Context: an optimization exercise on an open-source flow, tuned for a short achievable clock period and few clock cycles. The choices shown serve that exercise and are no tape-out recipe. RTL that was checked went through simulation tests only; none was proved equivalent to the original. The RTL of runs 1 and 2 was laid out without a check of its function. Power figures rest on the tool's default switching activity, not on a simulated workload.

File: design/flow/config.mk
export PLATFORM = sky130hd
export DESIGN_NAME = risc8_core
export DESIGN_NICKNAME = risc8_core
export VERILOG_FILES = /design/flow/design.v
export SDC_FILE = /design/flow/constraint.sdc
export NUM_CORES = 4
export LEC_CHECK = 0
export ABC_CLOCK_PERIOD_IN_PS = 2500
export CAP_MARGIN = 20
export CORE_MARGIN = 2
export CORE_UTILIZATION = 40
export SETUP_SLACK_MARGIN = 5
export SLEW_MARGIN = 20
File: design/flow/constraint.sdc
create_clock -name core_clock -period 9.0 [get_ports {clk}]
set_input_delay 1.8000 -clock core_clock [delete_from_list [all_inputs] [get_ports {clk}]]
set_output_delay 1.8000 -clock core_clock [all_outputs]
set_load 0.01 [all_outputs]
File: design/flow/design.v
package risc8_pkg;
	typedef logic [7:0] byte_t;
	typedef logic [15:0] opcode_t;
	typedef logic [15:0] pc_t;
	typedef logic [15:0] addr_t;
	typedef logic [4:0] reg_sel_t;
	typedef logic [4:0] flags_t;
	localparam int FLAG_C = 0;
	localparam int FLAG_Z = 1;
	localparam int FLAG_N = 2;
	localparam int FLAG_V = 3;
	localparam int FLAG_S = 4;
endpackage
module risc8_alu
(
	input  logic              op_sub,
	input  logic              op_and,
	input  logic              op_or,
	input  logic              op_eor,
	input  logic              op_mov,
	input  logic              use_carry,
	input  risc8_pkg::byte_t  a,
	input  risc8_pkg::byte_t  b,
	input  risc8_pkg::flags_t flags_in,
	output risc8_pkg::byte_t  result,
	output risc8_pkg::flags_t flags_out
);
	logic cin;
	risc8_pkg::byte_t bx;
	logic [8:0] wide;
	logic arith;
	logic zero;
	logic v;
	assign cin = use_carry & flags_in[risc8_pkg::FLAG_C];
	assign bx = op_sub ? ~b : b;
	assign wide = {1'b0, a} + {1'b0, bx} + 9'(cin ^ op_sub);
	assign arith = ~(op_and | op_or | op_eor | op_mov);
	always_comb begin
		if (op_and)
			result = a & b;
		else if (op_or)
			result = a | b;
		else if (op_eor)
			result = a ^ b;
		else if (op_mov)
			result = b;
		else
			result = wide[7:0];
	end
	assign zero = (result == 8'h00);
	assign v = arith & (a[7] == bx[7]) & (wide[7] != a[7]);
	always_comb begin
		flags_out = flags_in;
		if (arith)
			flags_out[risc8_pkg::FLAG_C] = wide[8] ^ op_sub;
		flags_out[risc8_pkg::FLAG_Z] = (op_sub & use_carry) ? (zero & flags_in[risc8_pkg::FLAG_Z]) : zero;
		flags_out[risc8_pkg::FLAG_N] = result[7];
		flags_out[risc8_pkg::FLAG_V] = v;
		flags_out[risc8_pkg::FLAG_S] = result[7] ^ v;
	end
endmodule
module risc8_regs
(
	input  logic               clk,
	input  risc8_pkg::reg_sel_t sel_a,
	input  risc8_pkg::reg_sel_t sel_b,
	output risc8_pkg::byte_t    reg_a,
	output risc8_pkg::byte_t    reg_b,
	input  risc8_pkg::reg_sel_t wr_sel,
	input  risc8_pkg::byte_t    wr_data,
	input  logic                wr_en
);
	logic [255:0] rf;
	always_ff @(posedge clk) begin
		for (int i = 0; i < 32; i++)
			if (wr_en && wr_sel == 5'(i))
				rf[i*8 +: 8] <= wr_data;
	end
	assign reg_a = rf[sel_a*8 +: 8];
	assign reg_b = rf[sel_b*8 +: 8];
endmodule
module risc8_decode
(
	input  risc8_pkg::opcode_t  ir,
	output logic                is_alu,
	output logic                is_imm,
	output logic                is_rjmp,
	output logic                is_br,
	output logic                is_out,
	output logic                op_sub,
	output logic                op_and,
	output logic                op_or,
	output logic                op_eor,
	output logic                op_mov,
	output logic                use_carry,
	output logic                store,
	output logic                set_flags,
	output risc8_pkg::reg_sel_t sel_a,
	output risc8_pkg::reg_sel_t sel_b
);
	logic reg_hit;
	always_comb begin
		reg_hit = 1'b1;
		is_imm = 1'b1;
		op_sub = 1'b0;
		op_and = 1'b0;
		op_or = 1'b0;
		op_eor = 1'b0;
		op_mov = 1'b0;
		use_carry = 1'b0;
		store = 1'b1;
		case (ir[15:10])
			6'b000011: ;                                         
			6'b000111: use_carry = 1'b1;                         
			6'b000110: op_sub = 1'b1;                            
			6'b000010: begin op_sub = 1'b1; use_carry = 1'b1; end   
			6'b000101: begin op_sub = 1'b1; store = 1'b0; end    
			6'b000001: begin op_sub = 1'b1; use_carry = 1'b1; store = 1'b0; end   
			6'b001000: op_and = 1'b1;
			6'b001001: op_eor = 1'b1;
			6'b001010: op_or = 1'b1;
			6'b001011: op_mov = 1'b1;
			default: reg_hit = 1'b0;
		endcase
		case (ir[15:12])
			4'b0011: begin op_sub = 1'b1; store = 1'b0; end      
			4'b0100: begin op_sub = 1'b1; use_carry = 1'b1; end  
			4'b0101: op_sub = 1'b1;                              
			4'b0110: op_or = 1'b1;                               
			4'b0111: op_and = 1'b1;                              
			4'b1110: op_mov = 1'b1;                              
			default: is_imm = 1'b0;
		endcase
	end
	assign is_alu = reg_hit | is_imm;
	assign set_flags = is_alu & ~op_mov;
	assign is_rjmp = (ir[15:12] == 4'b1100);
	assign is_br = (ir[15:11] == 5'b11110);
	assign is_out = (ir[15:11] == 5'b10111);
	assign sel_a = {ir[8] | is_imm, ir[7:4]};
	assign sel_b = {ir[9], ir[3:0]};
endmodule
module risc8_execute
(
	input  risc8_pkg::flags_t flags,
	input  logic [2:0]        sel,
	input  logic              clr,
	output logic              taken
);
	logic bit_val;
	always_comb begin
		case (sel)
			3'd0: bit_val = flags[0];
			3'd1: bit_val = flags[1];
			3'd2: bit_val = flags[2];
			3'd3: bit_val = flags[3];
			3'd4: bit_val = flags[4];
			default: bit_val = 1'b0;
		endcase
	end
	assign taken = bit_val ^ clr;
endmodule
module risc8_core
(
	input  logic    clk,
	input  logic    reset,
	output risc8_pkg::pc_t     pc,
	input  risc8_pkg::opcode_t cdata,
	output risc8_pkg::addr_t   data_addr,
	output logic    data_wen,
	output risc8_pkg::byte_t   data_write
);
	risc8_pkg::pc_t fpc;
	logic s1_v;
	logic halt;
	risc8_pkg::opcode_t ir;
	logic ir_v;
	risc8_pkg::pc_t ir_pc1;
	logic [1:0] skip;
	logic e_sub;
	logic e_and;
	logic e_or;
	logic e_eor;
	logic e_mov;
	logic e_carry;
	logic e_store;
	logic e_setf;
	logic e_out;
	risc8_pkg::reg_sel_t e_dst;
	risc8_pkg::byte_t e_a;
	risc8_pkg::byte_t e_b;
	logic [5:0] e_io;
	risc8_pkg::flags_t sreg;
	logic is_alu;
	logic is_imm;
	logic is_rjmp;
	logic is_br;
	logic is_out;
	logic op_sub;
	logic op_and;
	logic op_or;
	logic op_eor;
	logic op_mov;
	logic use_carry;
	logic store;
	logic set_flags;
	risc8_pkg::reg_sel_t sel_a;
	risc8_pkg::reg_sel_t sel_b;
	risc8_pkg::byte_t rf_a;
	risc8_pkg::byte_t rf_b;
	risc8_pkg::byte_t alu_res;
	risc8_pkg::flags_t alu_flags;
	risc8_pkg::flags_t flags_d;
	logic taken;
	logic d_v;
	risc8_pkg::pc_t offset;
	risc8_pkg::pc_t target;
	logic jump;
	logic short_jump;
	logic redirect;
	logic self_jump;
	risc8_decode decode (
		.ir(ir),
		.is_alu(is_alu),
		.is_imm(is_imm),
		.is_rjmp(is_rjmp),
		.is_br(is_br),
		.is_out(is_out),
		.op_sub(op_sub),
		.op_and(op_and),
		.op_or(op_or),
		.op_eor(op_eor),
		.op_mov(op_mov),
		.use_carry(use_carry),
		.store(store),
		.set_flags(set_flags),
		.sel_a(sel_a),
		.sel_b(sel_b)
	);
	risc8_regs regs (
		.clk(clk),
		.sel_a(sel_a),
		.sel_b(sel_b),
		.reg_a(rf_a),
		.reg_b(rf_b),
		.wr_sel(e_dst),
		.wr_data(alu_res),
		.wr_en(e_store)
	);
	risc8_alu alu (
		.op_sub(e_sub),
		.op_and(e_and),
		.op_or(e_or),
		.op_eor(e_eor),
		.op_mov(e_mov),
		.use_carry(e_carry),
		.a(e_a),
		.b(e_b),
		.flags_in(sreg),
		.result(alu_res),
		.flags_out(alu_flags)
	);
	assign flags_d = e_setf ? alu_flags : sreg;
	risc8_execute cond (
		.flags(flags_d),
		.sel(ir[2:0]),
		.clr(ir[10]),
		.taken(taken)
	);
	assign d_v = ir_v & (skip == 2'd0);
	assign offset = is_rjmp ? {{4{ir[11]}}, ir[11:0]} : {{9{ir[9]}}, ir[9:3]};
	assign target = ir_pc1 + offset;
	assign jump = d_v & (is_rjmp | (is_br & taken));
	assign short_jump = (offset[15:2] == 14'd0) & (offset[1:0] != 2'd3);
	assign redirect = jump & ~short_jump;
	assign self_jump = d_v & is_rjmp & (ir[11:0] == 12'hfff);
	assign pc = fpc;
	assign data_wen = e_out;
	assign data_write = e_a;
	assign data_addr = {9'd0, e_io[5], ~e_io[5], e_io[4:0]};
	always_ff @(posedge clk) begin
		if (reset) begin
			fpc <= '0;
			s1_v <= 1'b0;
			halt <= 1'b0;
			ir_v <= 1'b0;
			skip <= 2'd0;
			e_store <= 1'b0;
			e_setf <= 1'b0;
			e_out <= 1'b0;
			sreg <= '0;
		end else begin
			if (halt)
				fpc <= fpc;
			else if (redirect)
				fpc <= target;
			else
				fpc <= fpc + 16'd1;
			s1_v <= ~redirect & ~halt;
			halt <= halt | self_jump;
			ir_v <= s1_v & ~redirect & ~halt;
			if (jump & short_jump)
				skip <= offset[1:0];
			else if (ir_v && skip != 2'd0)
				skip <= skip - 2'd1;
			e_store <= d_v & is_alu & store;
			e_setf <= d_v & set_flags;
			e_out <= d_v & is_out;
			if (e_setf)
				sreg <= alu_flags;
		end
	end
	always_ff @(posedge clk) begin
		ir <= cdata;
		ir_pc1 <= fpc;
		e_sub <= op_sub;
		e_and <= op_and;
		e_or <= op_or;
		e_eor <= op_eor;
		e_mov <= op_mov;
		e_carry <= use_carry;
		e_dst <= sel_a;
		e_io <= {ir[10:9], ir[3:0]};
		e_a <= (e_store && e_dst == sel_a) ? alu_res : rf_a;
		if (is_imm)
			e_b <= {ir[11:8], ir[3:0]};
		else
			e_b <= (e_store && e_dst == sel_b) ? alu_res : rf_b;
	end
endmodule
File: design/flow/run.sh
#!/bin/bash
# synth_recipe.tcl (not shown) runs the flow's synth.tcl, then flattens the netlist and writes it again
# the make line also repeats each setting of config.mk as NAME=value (left out here)
make -C /OpenROAD-flow-scripts/flow DESIGN_CONFIG=/design/flow/config.mk WORK_HOME=/design/flow/orfs CLKGATE_MAP_FILE= SYNTH_SCRIPT=/design/flow/synth_recipe.tcl finish
==> metrics.md, run 1 <==
| Metric | Value |
|---|---|
| Status | `complete, no violations` |
| First-pass GRT wire length | `68500 um` |
| Final Hold Viols | `0` |
| Vias | `approximately 11000` |
| Worst Path Buf+Inv | `2` |
| Clock skew | `approximately 0.022 ns` |
| Gr ovfl total | `0` |
| Max-Cap Viols | `0` |
| Synth cell types | `63` |
| WHS Path Cells | `0` |
| Pin count of the biggest net entering global routing | `58` |
| Initial antenna violation count | `0` |
| Multi-input logic area | `0.00793 mm2` |
| Fill count | `roughly 3700` |
| Initial DRC Count | `approximately 1100` |
| Startpoint types | `register` |
| Routed length per instance | `24.6 um` |
| Crit path max-delay family | `simple AND/OR/NAND/NOR gates` |
| PD cells | `roughly 220 mW/mm2` |
| ANT nets after route | `0` |
| # diodes | `0` |
| Period minus WS final | `between 4 and 5 ns` |
| Slew HR | `between 20% and 30%` |
| Register area | `0.00976 mm2` |
| Clock sink count | `358` |
| Die Ht | `between 200 and 250 um` |
| Dominant synthesized flop cell | `edfxtp_1` |
| DRC violations left | `0` |
| Max-slew violation count | `0` |
| RSZ-0062 raised after global routing | `true` |
| Vias per cell | `between 5 and 6` |
| Initial DRT Pass Iterations | `7` |
| Worst-Margin Slew | `approximately 1.2 ns` |
| Number of global-route vias before repair | `roughly 11000` |
| Sequential share of the synthesized area | `between 50 and 60%` |
| Die Width | `about 210 um` |
| Fraction of layout cells with a size suffix above 1 | `28.3%` |
| Mean Syn Cell Area | `about 15 um2` |
| Setup CP Type | `register to register` |
| Clock buffer depth | `3` |
| Most frequent cells in the layout | `edfxtp_1, mux4_2, dfxtp_1, nor2_1, nand2_1` |
| Critical path data arrival time | `around 4.8 ns` |
| Starting density of the core | `between 40% and 50%` |
| Cells after Synth | `about 1200` |
| Core ar. | `~0.043 mm2` |
| Overall Global Routing Usage | `20.7%` |
| Setup violators final | `0` |
| CP Cell Sequence | `buf_12, xor2_1, ha_1, or3_1, a21o_1, o21ai_4, a211oi_4, buf_12, or4_1, a31oi_2, a21oi_2, or4_4, a21oi_4, o21bai_4, or3b_1, a31oi_1` |
| Post-synth EDFFs | `between 200 and 300` |
| Post-synth ARST share | `0%` |
| Overall Power | `between 4 and 5 mW` |
| P_leak | `~7.1 nW` |
| CTS tree | `done` |
| Critical Path Stages | `16` |
| Clk Latency, worst-skew pair | `0.57 ns` |
| Post-CTS Hold Buffers | `0` |
| Port bufs | `49` |
| Standard-cell rows | `76` |
| Mapped cell area | `0.0175 mm2` |
| Synth warnings | `5` |
| Clk Tree Root Cell | `clkbuf_16` |
| Fmax | `around 230 MHz` |
| Commonest non-fill, non-tap cell in the layout | `edfxtp_1` |
| Crit Path Max Fanout | `19` |
| Die ar. | `0.0456 mm2` |
| Maximum vdd ir drop | `between 150 and 200 uV` |
| Reg2Reg Depth | `16` |
| H-tree depth | `2` |
| Crit path capture type | `register` |
| Worst path slowest cell | `or4_4` |
| Area Growth Syn to Fin | `18.9%` |
| Most common cell on crit path | `buf_12` |
| Critical Path Max Stage Delay | `~0.54 ns` |
| Layout net count | `1335` |
| Synth Register Bits | `roughly 360` |
| Final period util | `between 40% and 50%` |
| TNS Setup | `0 ns` |
| Io pins | `59` |
| Routed WL | `around 47000 um` |
| Worst-path clk slew | `about 0.060 ns` |
| Placer Congestion | `roughly 0.83` |
| Worst Hold Class | `register to register` |
| Post-DP HPWL | `approximately 28000 um` |
| CTS Buf Count | `40` |
| Critical path required time | `9.48 ns` |
==> synth_stat cells (all sizes together) (3+ instances only) <==
library cell | number | share of area, %
mux4 | 160 | 21
a31oi | 16 | 0.57
or3 | 6 | 0.21
or2 | 5 | 0.18
and2 | 4 | 0.14
o21a | 6 | 0.26
nand2b | 16 | 0.57
edfxtp | 256 | 44
a21oi | 38 | 1.1
o211ai | 3 | 0.13
and3 | 18 | 0.64
inv | 34 | 0.73
nor3 | 33 | 0.94
mux2i | 27 | 1.5
or4 | 3 | 0.13
nand3 | 9 | 0.26
mux2 | 8 | 0.51
xnor2 | 15 | 0.75
nand2 | 74 | 1.6
o311ai | 14 | 0.70
clkbuf | 54 | 1.2
buf | 31 | 0.87
o31ai | 5 | 0.21
xor2 | 21 | 1.0
nor2b | 12 | 0.43
nor2 | 85 | 1.8
dfxtp | 102 | 12
nor3b | 16 | 0.68
ha | 43 | 3.1
or3b | 3 | 0.15
nand4 | 5 | 0.18
a211oi | 6 | 0.29
nor4 | 7 | 0.29
fa | 3 | 0.34
o21ai | 32 | 0.91
a21o | 8 | 0.34
nand4b | 4 | 0.20
==> power breakdown <==
part           switching (mW)  total [mW]  internal (mW)
clock                   0.675        1.72           1.04
sequential             0.0499        2.01           1.96
combinational           0.476       0.795          0.319
==> stage by stage <==
| step | area, um2 | setup slack [ns] | cells | utilization (%) | hold slack, ns |
|---|---|---|---|---|---|
| floorplan | 17700 | 4.89 | 1212 | - | 0.329 |
| global placement | 18700 | 4.02 | 1777 | 43.4 | 0.389 |
| detailed placement | 18700 | 3.87 | 1778 | 43.4 | 0.401 |
| CTS | 20500 | 4.54 | 1876 | 47.4 | 0.408 |
| global route | 20900 | 4.53 | 1888 | 48.3 | 0.425 |
| finish | 20900 | 4.67 | 1888 | 48.3 | 0.403 |
==> area by class of cell <==
type                            count  share of cell area, %
Multi-Input combinational cell    743                   38.0
Clock inverter                     18                   1.09
Sequential cell                   358                   46.8
Clock buffer                       56                   5.55
Timing Repair Buffer               94                   4.46
Tap cell                          585                   3.51
Inverter                           34                  0.612
==> per-layer routing <==
metal / wire length [um] / vias up / global-route usage [%]
li1: - / 4883 / -
met1: 19000 / 5640 / 27.2
met2: 23100 / 387 / 35.3
met3: 3200 / 65 / 3.22
met4: 1160 / 0 / 6.59
met5: 0 / - / 0
==> logic make-up (layout without fill, tap and decap cells) <==
group | after synthesis | after routing | share of synthesized area, %
and+or+nand+nor | 305 | 306 | 8.64
DFF | 358 | 358 | 55.5
muxes | 195 | 195 | 22.6
buffers and inverters | 119 | 202 | 2.75
xor gates and xnor gates | 36 | 36 | 1.80
AOI/OAI and AO/OA | 144 | 151 | 5.33
other | 1 | 9 | 0.0214
adders and majority gates | 46 | 46 | 3.41
==> flip-flops by register name, summed over array words and instances, names as in the netlist, 2 cells and up, named ones only <==
register / flops
regs.rf: 256
ir_pc1: 16
sreg: 5
fpc: 16
e_io: 6
e_a: 8
skip: 2
ir: 16
e_b: 8
e_dst: 5
==> worst paths after layout <==
kind	startpoint	endpoint	slack [ns]
setup / recovery	e_sub	fpc[0]	4.67
hold / removal	fpc[15]	ir_pc1[15]	0.40
setup reg to reg	e_sub	fpc[0]	4.67
hold reg to reg	fpc[15]	ir_pc1[15]	0.40
==> timing repair <==
action	4_1_cts	5_1_grt
setup buffers	16	8
gates cloned	8	2
pin swaps	22	23
gates resized for setup	21	50
endpoints found under the setup margin	21	20
==> run 2: changes to the inputs <==
--- a/design/flow/design.v
+++ b/design/flow/design.v
@@ -173,2 +173,3 @@
 	risc8_pkg::pc_t fpc;
+	risc8_pkg::pc_t pc_q;
 	logic s1_v;
@@ -191,4 +192,22 @@
 	risc8_pkg::byte_t e_b;
-	logic [5:0] e_io;
+	logic [6:0] e_addr;
+	risc8_pkg::byte_t e_wd;
+	logic e_br;
+	logic [2:0] e_br_sel;
+	logic e_br_clr;
+	logic e_br_short;
+	logic [1:0] e_br_off;
+	risc8_pkg::pc_t e_target;
 	risc8_pkg::flags_t sreg;
+	logic e_hit;
+	risc8_pkg::opcode_t e_tw0;
+	risc8_pkg::opcode_t e_tw1;
+	localparam int HIST = 12;
+	risc8_pkg::opcode_t hist [HIST];
+	logic [4:0] hist_cnt;
+	logic inj1;
+	risc8_pkg::opcode_t inj_w;
+	logic w_store;
+	risc8_pkg::reg_sel_t w_dst;
+	risc8_pkg::byte_t w_res;
 	logic is_alu;
@@ -212,4 +231,10 @@
 	risc8_pkg::flags_t alu_flags;
-	risc8_pkg::flags_t flags_d;
 	logic taken;
+	logic e_jump;
+	logic e_redirect;
+	logic e_annul;
+	logic kill_d;
+	logic e_inject;
+	logic [6:0] hidx;
+	logic d_hit;
 	logic d_v;
@@ -217,2 +242,3 @@
 	risc8_pkg::pc_t target;
+	risc8_pkg::pc_t br_target;
 	logic jump;
@@ -245,5 +271,5 @@
 		.reg_b(rf_b),
-		.wr_sel(e_dst),
-		.wr_data(alu_res),
-		.wr_en(e_store)
+		.wr_sel(w_dst),
+		.wr_data(w_res),
+		.wr_en(w_store)
 	);
@@ -262,20 +288,27 @@
 	);
-	assign flags_d = e_setf ? alu_flags : sreg;
 	risc8_execute cond (
-		.flags(flags_d),
-		.sel(ir[2:0]),
-		.clr(ir[10]),
+		.flags(sreg),
+		.sel(e_br_sel),
+		.clr(e_br_clr),
 		.taken(taken)
 	);
-	assign d_v = ir_v & (skip == 2'd0);
-	assign offset = is_rjmp ? {{4{ir[11]}}, ir[11:0]} : {{9{ir[9]}}, ir[9:3]};
+	assign e_jump = e_br & taken;
+	assign e_annul = e_jump & e_br_short & (e_br_off != 2'd0);
+	assign e_redirect = e_jump & ~e_br_short;
+	assign e_inject = e_redirect & e_hit;
+	assign kill_d = (skip != 2'd0) | e_annul | e_redirect;
+	assign d_v = ir_v & ~kill_d;
+	assign offset = {{4{ir[11]}}, ir[11:0]};
 	assign target = ir_pc1 + offset;
-	assign jump = d_v & (is_rjmp | (is_br & taken));
+	assign br_target = ir_pc1 + {{9{ir[9]}}, ir[9:3]};
+	assign jump = d_v & is_rjmp;
 	assign short_jump = (offset[15:2] == 14'd0) & (offset[1:0] != 2'd3);
-	assign redirect = jump & ~short_jump;
+	assign redirect = e_redirect | (jump & ~short_jump);
+	assign hidx = ~ir[9:3] - 7'd1;
+	assign d_hit = ir[9] && hidx >= 7'd1 && hidx < 7'(HIST) && hidx < 7'(hist_cnt);
 	assign self_jump = d_v & is_rjmp & (ir[11:0] == 12'hfff);
-	assign pc = fpc;
+	assign pc = pc_q;
 	assign data_wen = e_out;
-	assign data_write = e_a;
-	assign data_addr = {9'd0, e_io[5], ~e_io[5], e_io[4:0]};
+	assign data_write = e_wd;
+	assign data_addr = {9'd0, e_addr};
 	always_ff @(posedge clk) begin
@@ -283,3 +316,6 @@
 			fpc <= '0;
+			pc_q <= '0;
 			s1_v <= 1'b0;
+			inj1 <= 1'b0;
+			hist_cnt <= 5'd0;
 			halt <= 1'b0;
@@ -288,4 +324,6 @@
 			e_store <= 1'b0;
+			w_store <= 1'b0;
 			e_setf <= 1'b0;
 			e_out <= 1'b0;
+			e_br <= 1'b0;
 			sreg <= '0;
@@ -294,2 +332,6 @@
 				fpc <= fpc;
+			else if (e_inject)
+				fpc <= e_target + 16'd2;
+			else if (e_redirect)
+				fpc <= e_target;
 			else if (redirect)
@@ -298,6 +340,23 @@
 				fpc <= fpc + 16'd1;
+			if (halt)
+				pc_q <= pc_q;
+			else if (e_inject)
+				pc_q <= e_target + 16'd2;
+			else if (e_redirect)
+				pc_q <= e_target;
+			else if (redirect)
+				pc_q <= target;
+			else
+				pc_q <= pc_q + 16'd1;
 			s1_v <= ~redirect & ~halt;
 			halt <= halt | self_jump;
-			ir_v <= s1_v & ~redirect & ~halt;
-			if (jump & short_jump)
+			ir_v <= e_inject | ((s1_v | inj1) & ~redirect & ~halt);
+			inj1 <= e_inject;
+			if (redirect)
+				hist_cnt <= 5'd0;
+			else if (ir_v && hist_cnt != 5'(HIST))
+				hist_cnt <= hist_cnt + 5'd1;
+			if (e_annul)
+				skip <= e_br_off - 2'(ir_v);
+			else if (jump & short_jump)
 				skip <= offset[1:0];
@@ -305,3 +364,5 @@
 				skip <= skip - 2'd1;
+			e_br <= d_v & is_br;
 			e_store <= d_v & is_alu & store;
+			w_store <= e_store;
 			e_setf <= d_v & set_flags;
@@ -313,4 +374,18 @@
 	always_ff @(posedge clk) begin
-		ir <= cdata;
-		ir_pc1 <= fpc;
+		if (e_inject) begin
+			ir <= e_tw0;
+			ir_pc1 <= e_target + 16'd1;
+		end else begin
+			ir <= inj1 ? inj_w : cdata;
+			ir_pc1 <= fpc;
+		end
+		inj_w <= e_tw1;
+		if (ir_v) begin
+			hist[0] <= ir;
+			for (int i = 1; i < HIST; i++)
+				hist[i] <= hist[i-1];
+		end
+		e_hit <= d_hit;
+		e_tw0 <= hist[hidx[3:0]];
+		e_tw1 <= hist[hidx[3:0] - 4'd1];
 		e_sub <= op_sub;
@@ -322,8 +397,25 @@
 		e_dst <= sel_a;
-		e_io <= {ir[10:9], ir[3:0]};
-		e_a <= (e_store && e_dst == sel_a) ? alu_res : rf_a;
+		e_addr <= {ir[10], ~ir[10], ir[9], ir[3:0]};
+		e_wd <= is_out ? ((e_store && e_dst == sel_a) ? alu_res : (w_store && w_dst == sel_a) ? w_res : rf_a) : 8'h00;
+		e_br_sel <= ir[2:0];
+		e_br_clr <= ir[10];
+		e_br_short <= ~ir[9] & (ir[8:5] == 4'd0);
+		e_br_off <= ir[4:3];
+		e_target <= br_target;
+		w_dst <= e_dst;
+		w_res <= alu_res;
+		if (e_store && e_dst == sel_a)
+			e_a <= alu_res;
+		else if (w_store && w_dst == sel_a)
+			e_a <= w_res;
+		else
+			e_a <= rf_a;
 		if (is_imm)
 			e_b <= {ir[11:8], ir[3:0]};
+		else if (e_store && e_dst == sel_b)
+			e_b <= alu_res;
+		else if (w_store && w_dst == sel_b)
+			e_b <= w_res;
 		else
-			e_b <= (e_store && e_dst == sel_b) ? alu_res : rf_b;
+			e_b <= rf_b;
 	end
==> design/flow/flow/run.sh (new file) <==
#!/bin/bash
# The standard layout, with the timing repair steps asked to leave
# extra setup slack so that they keep working below the design's period
export SETUP_SLACK_MARGIN=6.5
bash standard.sh > standard.log 2>&1
==> design/flow/standard.sh (new file) <==
#!/bin/bash
# synth_recipe.tcl (not shown) runs the flow's synth.tcl, then flattens the netlist and writes it again
# the make line also repeats each setting of config.mk as NAME=value (left out here)
make -C /OpenROAD-flow-scripts/flow DESIGN_CONFIG=/design/flow/config.mk WORK_HOME=/design/flow/orfs CLKGATE_MAP_FILE= SYNTH_SCRIPT=/design/flow/synth_recipe.tcl "${@:-finish}"
--- a/design/flow/config.mk
+++ b/design/flow/config.mk
@@ -11,3 +11,2 @@
 export CORE_UTILIZATION = 40
-export SETUP_SLACK_MARGIN = 5
 export SLEW_MARGIN = 20
removed: design/flow/run.sh
==> run 2 against run 1 <==
Against the previous run:
- fmax increased by 49%
- worst hold slack got worse by 0.076 ns
- register-to-register slack improved by 1.5 ns
- clock-buffer cell count increased by 36
- clock power increased by 66%
==> metrics.md, run 2 <==
| Metric | Value |
|---|---|
| Dominant synthesized flop cell | `edfxtp_1` |
| Crit path capture type | `output pin` |
| Cells after Synth | `2298` |
| Fmax | `roughly 340 MHz` |
| RSZ-0062 raised after global routing | `true` |
| R2R Setup Slk | `6.18 ns` |
| CTS tree | `done` |
| First-pass GRT wire length | `between 100000 and 150000 um` |
| Worst-path clk slew | `roughly 0.060 ns` |
| Synth area leader | `edfxtp_1` |
| Synth top area share | `approximately 43%` |
| Standard-cell rows | `between 100 and 150` |
| Status | `complete, no violations` |
| Maximum vdd ir drop | `143 uV` |
| CTS Buf Count | `70` |
| Number of global-route vias before repair | `approximately 22000` |
| Worst setup margin | `a little over 6 ns` |
| Initial DRC Count | `between 2000 and 3000` |
| P_leak | `around 14 nW` |
| Post-DP HPWL | `between 50000 and 60000 um` |
| Area contributors post-synth | `edfxtp_1, dfxtp_1, mux4_2` |
| CP Cell Sequence | `buf_6` |
| Reg2Reg Depth | `13` |
| Layout Cells excl Fill | `between 3000 and 4000` |
| Io pins | `59` |
| Vias per cell | `slightly above 6` |
| Slew HR | `a little under a quarter` |
| Synth warnings | `6` |
| Die Ht | `between 200 and 300 um` |
| Startpoint types | `register` |
| Most numerous cell in the Yosys netlist | `edfxtp_1` |
| Final Hold Viols | `0` |
| Critical path data arrival time | `around 1.1 ns` |
| Worst Path Buf+Inv | `1` |
| Routed length per instance | `approximately 27 um` |
| Largest registers | `regs.rf (256), hist (192)` |
| Post-CTS Hold Buffers | `0` |
| Critical Path Stages | `1` |
| Fraction of layout cells with a size suffix above 1 | `between 30% and 40%` |
| Most frequent cells in the layout | `edfxtp_1, dfxtp_1, mux4_2, buf_4, nand2_1` |
| Vias | `around 22000` |
| Layout net count | `~2600` |
| Period minus WS final | `2.90 ns` |
| Port bufs | `49` |
| Pin count of the biggest net entering global routing | `82` |
| Placed Cells | `~3300` |
| Synth Register Bits | `around 660` |
| Mapped cell area | `between 0.03 and 0.04 mm2` |
| Clock skew | `between 0.02 and 0.025 ns` |
| ANT nets after route | `0` |
| Worst Hold Class | `register to register` |
| Worst path slowest cell | `dfxtp_4` |
| Core ar. | `around 0.077 mm2` |
| Max reg flops | `~260` |
| WHS Path Cells | `0` |
| Gr ovfl total | `0` |
| Max-Cap Viols | `0` |
| Starting density of the core | `between 40% and 50%` |
| Clock sink count | `~660` |
| Placer Congestion | `0.867` |
| Largest Register | `regs.rf` |
| Clock buffer depth | `3` |
| Setup violators final | `0` |
| Overall Global Routing Usage | `between 20% and 30%` |
| Place WS | `slightly below 5 ns` |
| Clk Tree Root Cell | `clkbuf_16` |
| Critical path required time | `~7.2 ns` |
| Critical Path Max Stage Delay | `around 0.38 ns` |
| TNS Setup | `0 ns` |
| Die Width | `between 200 and 300 um` |
| Fill count | `~6400` |
| PD cells | `200 mW/mm2` |
| Mean Syn Cell Area | `between 10 and 15 um2` |
| Initial DRT Pass Iterations | `7` |
| Worst-Margin Slew | `1.15 ns` |
| DRC violations left | `0` |
| Max-slew violation count | `0` |
| Initial antenna violation count | `0` |
| H-tree depth | `3` |
| Sequential share of the synthesized area | `a little under three fifths` |
| Clk Latency, worst-skew pair | `0.63 ns` |
| Area Growth Syn to Fin | `25.4%` |
| Crit Path Max Fanout | `2` |
| Synth cell types | `90` |
| Routed WL | `97600 um` |
| Commonest non-fill, non-tap cell in the layout | `edfxtp_1` |
| Post-synth ARST share | `0%` |
| Post-synth EDFFs | `around 450` |
| Die ar. | `roughly 0.08 mm2` |
| Final period util | `32.2%` |
| Post-synth top cells | `edfxtp_1, dfxtp_1, mux4_2` |
| Crit path max-delay family | `flip-flops` |
| Setup CP Type | `register to output pin` |
## run 2: logic make-up after synthesis
family,Yosys count,share of synthesized area [%]
compound gates,486,11.3
xor+xnor,119,3.44
fa+ha+maj,78,3.25
buf+inv,221,3.32
flops,662,57.2
mux,203,13.0
other cells,1,0.0121
simple gates,528,8.44
## run 2: final timing paths
check | start | endpoint
worst min register to register | e_tw1[14] | inj_w[14]
worst max-delay path | e_br_off[0] | data_addr[3]
worst max register to register | ir[0] | pc_q[12]
worst min-delay path | e_tw1[14] | inj_w[14]
## run 2: cell type report
class / instances / area [um2] / share of cell area [%]
Antenna cell: 1 / 2.50 / 0.00644
Clock buffer: 92 / 1920 / 4.93
Tap cell: 1040 / 1300 / 3.35
Timing Repair Buffer: 303 / 3640 / 9.38
Clock inverter: 37 / 324 / 0.834
Multi-Input combinational cell: 1429 / 13500 / 34.8
Inverter: 75 / 299 / 0.770
Sequential cell: 662 / 17800 / 45.9
## run 2: stage by stage
| stage | utilization, % | hold slack (ns) | instance area, um2 | power [mW] |
|---|---|---|---|---|
| 4_1_cts | 49.1 | 0.325 | 37800 | 7.70 |
| 3_5_place_dp | 42.1 | 0.313 | 32500 | 4.63 |
| 5_1_grt | 50.4 | 0.328 | 38800 | 8.02 |
| 6_report | 50.4 | 0.327 | 38800 | 7.78 |
| 3_3_place_gp | 42.1 | 0.314 | 32500 | 4.60 |
| 2_1_floorplan | - | 0.310 | 31200 | 4.33 |
## run 2: per-layer routing
| layer | GRT usage [%] | share of wire, % | vias to the layer above |
|---|---|---|---|
| li1 | - | - | 9519 |
| met2 | 38.5 | 47 | 1331 |
| met5 | 0 | 0 | - |
| met3 | 4.77 | 9.4 | 322 |
| met1 | 31.7 | 39 | 11200 |
| met4 | 10.1 | 4.8 | 0 |
## run 2: report_power, final
part / leakage, nW / internal [mW] / switching (mW)
sequential: 5.90 / 3.57 / 0.282
combinational: 6.74 / 0.510 / 0.561
clock: 1.11 / 1.61 / 1.25
total: 13.7 / 5.69 / 2.09
## run 2: what timing repair did
item,CTS,global route
resized for setup,400,136
buffers inserted,164,39
gates cloned,24,2
endpoints found under the setup margin,163,139
pin swaps,98,76
==> run 3: changes to the inputs <==
--- a/design/flow/design.v
+++ b/design/flow/design.v
@@ -397,3 +397,3 @@
 		e_dst <= sel_a;
-		e_addr <= {ir[10], ~ir[10], ir[9], ir[3:0]};
+		e_addr <= is_out ? {ir[10], ~ir[10], ir[9], ir[3:0]} : 7'd0;
 		e_wd <= is_out ? ((e_store && e_dst == sel_a) ? alu_res : (w_store && w_dst == sel_a) ? w_res : rf_a) : 8'h00;
==> run 3 against run 2 <==
Against the previous run:
- flip-flop and latch count up 5
- fmax up 0.27%
- synthesized cell count up 7.3%
- highest routed layer unchanged
==> metrics.md, run 3 <==
| Metric | Value |
|---|---|
| Io pins | `59` |
| CTS tree | `done` |
| CTS Buf Count | `73` |
| Max-Cap Viols | `0` |
| Reg2Reg Depth | `16` |
| Final period util | `about a third` |
| Synth top area share | `between 40% and 50%` |
| Post-CTS Hold Buffers | `0` |
| Initial DRT Pass Iterations | `7` |
| Switching Power | `2.23 mW` |
| Worst r2r src | `ir[4]` |
| Crit path to | `pc[10]` |
| Mean Syn Cell Area | `roughly 13 um2` |
| Number of global-route vias before repair | `between 20000 and 25000` |
| Startpoint types | `register` |
| Commonest non-fill, non-tap cell in the layout | `edfxtp_1` |
| Core ar. | `roughly 0.079 mm2` |
| First-pass GRT wire length | `between 150000 and 200000 um` |
| Clock buffer depth | `3` |
| Fmax | `between 300 and 400 MHz` |
| Setup violators final | `0` |
| Die Width | `285 um` |
| Worst path slowest cell | `dfxtp_4` |
| Overall Global Routing Usage | `about a quarter` |
| Post-synth top cells | `edfxtp_1, dfxtp_1, nand2_1` |
| P_leak | `14.6 nW` |
| Most numerous cell in the Yosys netlist | `edfxtp_1` |
| Crit path max-delay family | `flip-flops` |
| Post-synth EDFFs | `around 450` |
| Pint | `6.00 mW` |
| Max reg flops | `256` |
| Worst-path clk slew | `0.06 ns` |
| Setup CP Type | `register to output pin` |
| RSZ-0062 raised after global routing | `true` |
| Critical Path Stages | `1` |
| Final Hold Viols | `0` |
| Post-DP HPWL | `between 50000 and 60000 um` |
| Final Util | `a little over 50%` |
| Max-slew violation count | `0` |
| H-tree depth | `3` |
| CP Launch Point | `pc_q[10]` |
| Comb pwr share | `~16%` |
| Clock skew | `about 0.027 ns` |
| Synth Register Bits | `667` |
| Crit Path Max Fanout | `5` |
| Sequential share of the synthesized area | `between 50% and 60%` |
| Standard-cell rows | `103` |
| Worst Hold Launch | `e_tw1[1]` |
| Critical Path Max Stage Delay | `~0.36 ns` |
| Mapped cell area | `0.0317 mm2` |
| Worst-Margin Slew | `roughly 1.2 ns` |
| Vias per cell | `between 6 and 7` |
| Clock sink count | `approximately 670` |
| Area contributors post-synth | `edfxtp_1, dfxtp_1, mux4_2` |
| Largest registers | `regs.rf (256), hist (192)` |
| Status | `complete, no violations` |
| Clk Tree Root Cell | `clkbuf_16` |
| Synth warnings | `6` |
| Port bufs | `roughly 50` |
| Starting density of the core | `between 40% and 50%` |
| Die ar. | `between 0.08 and 0.09 mm2` |
| Pin count of the biggest net entering global routing | `94` |
| Placer Congestion | `~0.94` |
| Slew HR | `19.1%` |
| Worst Hold Class | `register to register` |
| Largest Register | `regs.rf` |
| Dominant synthesized flop cell | `edfxtp_1` |
| Worst Path Buf+Inv | `1` |
| Initial antenna violation count | `1` |
| Layout net count | `between 2000 and 3000` |
| Clock Power Share | `37.2%` |
| Cells after Synth | `about 2500` |
| Seq pwr share | `a little under half` |
| Die Ht | `~290 um` |
| Gr ovfl total | `0` |
| Maximum vdd ir drop | `approximately 140 uV` |
| Fraction of layout cells with a size suffix above 1 | `about 33%` |
| Initial DRC Count | `about 3200` |
| Post-synth ARST share | `0%` |
| Synth area leader | `edfxtp_1` |
| TNS Setup | `0 ns` |
| Critical path required time | `just over 7 ns` |
| Crit path capture type | `output pin` |
| RR Endpoint | `e_tw1[12]` |
| PD cells | `202 mW/mm2` |
| Vias | `roughly 24000` |
| CP Cell Sequence | `buf_6` |
| Critical path data arrival time | `1.09 ns` |
| R2R Setup Slk | `between 6 and 7 ns` |
| Routed WL | `104000 um` |
| Most frequent cells in the layout | `edfxtp_1, nand2_1, dfxtp_1, mux4_2, buf_4` |
| Switching portion of total power | `approximately 27%` |
| Period minus WS final | `~2.9 ns` |
| Area Growth Syn to Fin | `28.5%` |
| Routed length per instance | `26.9 um` |
| ANT nets after route | `0` |
| Synth cell types | `80` |
| DRC violations left | `0` |
| Clk Latency, worst-skew pair | `about 0.63 ns` |
[run 3: cell count changes after synthesis, sizes merged, moves of 21 or more]
| cell | change |
|---|---|
| buf | -21 |
| and3 | -34 |
| nand2 | +70 |
| clkbuf | +35 |
| nand3 | +35 |
| mux2i | +23 |
[run 3: area by class of cell]
class	count	area, um2
fillers	6404	38000
flip-flops and latches	667	17900
repair buffers	345	4170
inverters	71	312
well taps	1050	1310
clock buffers	90	1920
multi-input cells	1581	14500
repair inverters	3	25.0
diodes	3	7.51
clock inverters	40	492
[run 3: how the worst min path moves through the flow]
stage                     to  cells past startpoint
finish              inj_w[1]                      0
global placement    inj_w[6]                      0
floorplan           inj_w[0]                      0
detailed placement  inj_w[6]                      0
CTS                 inj_w[6]                      0
global route        inj_w[1]                      0
[run 3: layer usage]
layer / up-vias / share of wire, % / global-route usage (%)
li1: 10100 / - / -
met1: 12000 / 39 / 32.5
met2: 1485 / 47 / 39.6
met3: 333 / 9.5 / 4.14
met4: 0 / 5.0 / 10.3
met5: - / 0 / 0
[run 3: cell families (layout without fill, tap and decap cells)]
| kind of cell | Yosys count | count (layout) | synth area share, % |
|---|---|---|---|
| flops | 667 | 667 | 56.3 |
| simple gates | 617 | 620 | 9.02 |
| compound gates | 525 | 527 | 11.5 |
| mux | 240 | 240 | 14.0 |
| buf+inv | 231 | 549 | 2.93 |
| xor+xnor | 104 | 104 | 2.99 |
| fa+ha+maj | 81 | 81 | 3.29 |
| other cells | 1 | 12 | 0.0118 |
[run 3: power by group through the flow]
stage / registers [mW] / logic, mW / clock network, mW
2_1_floorplan: 3.80 / 0.605 / 0
3_3_place_gp: 3.89 / 0.819 / 0
3_5_place_dp: 3.91 / 0.840 / 0
4_1_cts: 3.83 / 1.16 / 3.10
5_1_grt: 3.86 / 1.39 / 3.22
6_report: 3.84 / 1.32 / 3.06
[run 3: repair_timing]
action                     CTS  global route
setup buffers              158            69
pin swaps                   89           132
gates cloned                29             9
setup endpoints to repair  191           145
resized for setup          443           202
[run 3: stage by stage]
step / area [um2] / setup WS (ns) / hold WS (ns) / total power, mW / cells
after floorplan: 32100 / 5.82 / 0.310 / 4.41 / 2474
after global placement: 33400 / 4.98 / 0.312 / 4.71 / 3446
after detailed placement: 33400 / 4.85 / 0.312 / 4.75 / 3450
after CTS: 39100 / 6.08 / 0.326 / 8.09 / 3767
after global routing: 40700 / 6.06 / 0.339 / 8.48 / 3847
final: 40700 / 6.11 / 0.327 / 8.22 / 3850
Testbench counts of run 3, summed over its fixed seeds: cycles 20,637.
==> run 4: changes to the inputs <==
--- a/design/flow/design.v
+++ b/design/flow/design.v
@@ -204,3 +204,3 @@
 	risc8_pkg::opcode_t e_tw1;
-	localparam int HIST = 12;
+	localparam int HIST = 16;
 	risc8_pkg::opcode_t hist [HIST];
==> run 4 against run 3 <==
Against the previous run:
- final cell count rose by 6.5%
- non-clock buffer count is 41 higher
- clock-buffer cell count rose by 17
- routed wire length is 8.7% higher
- critical endpoint is now pc[9]
- sequential share of layout area is 0.94 points higher
- area after synthesis grew 7.4%
==> metrics.md, run 4 <==
| Metric | Value |
|---|---|
| Crit Path Max Fanout | `2` |
| Slew HR | `about a quarter` |
| Routed length per instance | `27.5 um` |
| Maximum vdd ir drop | `~170 uV` |
| Io pins | `between 50 and 60` |
| Startpoint types | `register` |
| Synth warnings | `6` |
| Die Ht | `296 um` |
| Post-synth ARST share | `0%` |
| Gr busiest metal | `met2` |
| CP Cell Sequence | `buf_6` |
| Area Growth Syn to Fin | `29.7%` |
| Pin count of the biggest net entering global routing | `84` |
| Setup violators final | `0` |
| Placer Congestion | `between 0.8 and 0.9` |
| Standard-cell rows | `106` |
| Most numerous cell in the Yosys netlist | `edfxtp_1` |
| Die ar. | `~0.087 mm2` |
| Mean Syn Cell Area | `13.1 um2` |
| Gr ovfl total | `0` |
| Final period util | `between 30% and 40%` |
| PD cells | `~200 mW/mm2` |
| Layout Cells excl Fill | `about 4000` |
| Final Util | `a little over half` |
| Multi-input logic area | `0.0152 mm2` |
| Fmax | `around 340 MHz` |
| CTS tree | `done` |
| CTS Buf Count | `80` |
| Synth cell types | `around 80` |
| Die Width | `slightly below 300 um` |
| Placed Cells | `3657` |
| Overall Global Routing Usage | `around a quarter` |
| Worst Hold Class | `register to register` |
| Critical Path Max Stage Delay | `around 0.36 ns` |
| Setup CP Type | `register to output pin` |
| Clk Tree Root Cell | `clkbuf_16` |
| P_leak | `approximately 16 nW` |
| Mapped cell area | `0.0340 mm2` |
| First-pass GRT wire length | `between 150000 and 200000 um` |
| ANT nets after route | `0` |
| Fraction of layout cells with a size suffix above 1 | `around 34%` |
| Clock Power Share | `37.4%` |
| Max-Cap Viols | `0` |
| Clock buffer depth | `3` |
| Pint | `around 6.5 mW` |
| M2 GR Usage | `between 30% and 40%` |
| Post-DP HPWL | `between 60000 and 70000 um` |
| Layout net count | `between 2000 and 3000` |
| Post-synth top cells | `edfxtp_1, dfxtp_1, nor2_1` |
| Critical path data arrival time | `1.11 ns` |
| Clock sink count | `731` |
| Seq pwr share | `approximately 47%` |
| Largest registers | `hist (256), regs.rf (256)` |
| Starting density of the core | `40.5%` |
| Initial antenna violation count | `0` |
| Post-synth EDFFs | `around 510` |
| Commonest non-fill, non-tap cell in the layout | `edfxtp_1` |
| Critical path required time | `7.20 ns` |
| DRC violations left | `0` |
| Core ar. | `~0.084 mm2` |
| Switching Power | `2.42 mW` |
| Synth Register Bits | `around 730` |
| Vias | `around 26000` |
| Synth top area share | `about 45%` |
| Clk Latency, worst-skew pair | `0.64 ns` |
| Worst Path Buf+Inv | `1` |
| TNS Setup | `0 ns` |
| Worst path slowest cell | `dfxtp_4` |
| Period minus WS final | `between 2 and 3 ns` |
| Dominant synthesized flop cell | `edfxtp_1` |
| Met3 GRT Util | `between 6 and 7%` |
| Routed WL | `~110000 um` |
| Fill count | `between 6000 and 7000` |
| Worst hold slack | `0.328 ns` |
| Register area | `about 0.02 mm2` |
| Most frequent cells in the layout | `edfxtp_1, dfxtp_1, nor2_1, buf_4, mux4_2` |
| Port bufs | `49` |
| RSZ-0062 raised after global routing | `true` |
| Status | `complete, no violations` |
| Worst-path clk slew | `about 0.060 ns` |
| GR Layer Usage met1 | `between 30% and 40%` |
| # diodes | `0` |
| Crit path capture type | `output pin` |
| Vias per cell | `approximately 6.2` |
| Synth area leader | `edfxtp_1` |
| Final Hold Viols | `0` |
| Comb pwr share | `between 10% and 20%` |
| Area contributors post-synth | `edfxtp_1, dfxtp_1, mux4_2` |
| Sequential share of the synthesized area | `approximately three fifths` |
| Switching portion of total power | `a little over a quarter` |
| Post-CTS Hold Buffers | `0` |
| Cells after Synth | `about 2600` |
| Crit path max-delay family | `flip-flops` |
| Initial DRC Count | `3240` |
| Number of global-route vias before repair | `24800` |
| Initial DRT Pass Iterations | `7` |
| Clock skew | `approximately 0.04 ns` |
| Worst-Margin Slew | `~1.1 ns` |
| Max-slew violation count | `0` |
| H-tree depth | `3` |
## run 4: cell types whose count changed in the layout (fill, tap and decap cells not counted), moves of 29 or more
cell	previous run	this run
a22oi_1	30	59
a221oi_2	14	44
edfxtp_1	448	512
nand2_1	187	134
nand3_1	96	61
nor2_1	128	174
## run 4: cell families (layout without fill, tap and decap cells)
family | count (synthesis) | in the layout | synth area share (%)
AO/OA/AOI/OAI | 576 | 577 | 11.9
XOR/XNOR | 116 | 118 | 3.03
adder cells (fa/ha/maj) | 78 | 78 | 2.96
buffers and inverters | 262 | 617 | 3.16
flip-flops | 731 | 731 | 58.1
multiplexers | 222 | 222 | 12.4
other | 1 | 9 | 0.0110
AND/OR/NAND/NOR | 610 | 615 | 8.40
## run 4: metrics by stage
stage	setup WS (ns)	instance area [um2]	power (mW)
global route	6.06	44100	9.22
detailed placement	3.64	35900	5.16
CTS	6.07	41900	8.76
floorplan	5.27	34500	4.80
global placement	3.74	35900	5.13
finish	6.09	44100	8.96
## run 4: cell type report
type	instances	share of cell area, %
multi-input combinational	1619	34.5
sequential	731	45.0
clock buffer	107	4.98
timing repair buffer	386	10.5
clock inverter	41	1.03
tap	1134	3.22
inverter	83	0.768
## run 4: worst paths after layout
| kind | start | to | slack (ns) | cells past startpoint |
|---|---|---|---|---|
| min | e_tw1[10] | inj_w[10] | 0.33 | 0 |
| min reg2reg | e_tw1[10] | inj_w[10] | 0.33 | 0 |
| max | pc_q[9] | pc[9] | 6.09 | 1 |
| max reg2reg | ir[3] | e_tw1[12] | 6.13 | 15 |
## run 4: power groups by stage
| stage | Combinational, mW | Clock (mW) | Sequential [mW] |
|---|---|---|---|
| after global routing | 1.47 | 3.52 | 4.23 |
| after detailed placement | 0.874 | 0 | 4.29 |
| after global placement | 0.855 | 0 | 4.27 |
| final | 1.40 | 3.35 | 4.21 |
| after floorplan | 0.620 | 0 | 4.18 |
| after CTS | 1.18 | 3.38 | 4.20 |
## run 4: per-layer routing
metal	vias up	wire length, um
li1	10800	-
met1	12700	42500
met2	1707	52000
met3	397	12100
met4	0	6050
met5	-	0
## run 4: what timing repair did
action	4_1_cts	5_1_grt
setup endpoints to repair	251	135
pin swaps	118	179
setup buffers	174	86
resized for setup	469	265
cloned	27	8
Testbench counts of run 4, summed over its fixed seeds: cycles 20,583.

==> re-timing with driven ports <==
In the flow no input, the clock included, has a driving cell. The finished layouts below were timed again as built, in two steps.
Step 1, drivers: a clkbuf_16 drives clk and a buf_2 each remaining input, both assumed.
Step 2 moves the port delays by t, midway between the first and last clock arrival at a register: inputs arrive t later, outputs are due t later. That takes back most of the time a late clock gives input paths.
Three values: ideal ports, drivers, drivers and shift; two values: the first two.
run	shift t [ns]	setup WS [ns]	worst setup path after step 2	pins driven straight from the clock port
run 1	0.619	4.673 / 4.673 / 4.673	register to register	1
run 2	0.680	6.099 / 6.034 / 5.692	input to register	1
run 3	0.678	6.107 / 6.041 / 5.886	input to register	1
run 4	0.685	6.094 / 6.029 / 5.861	input to register	1
After both steps every run listed still meets setup and hold. The setup slack of run 2, which loses most, moves by -0.065 ns with the drivers and by -0.407 ns with both steps.
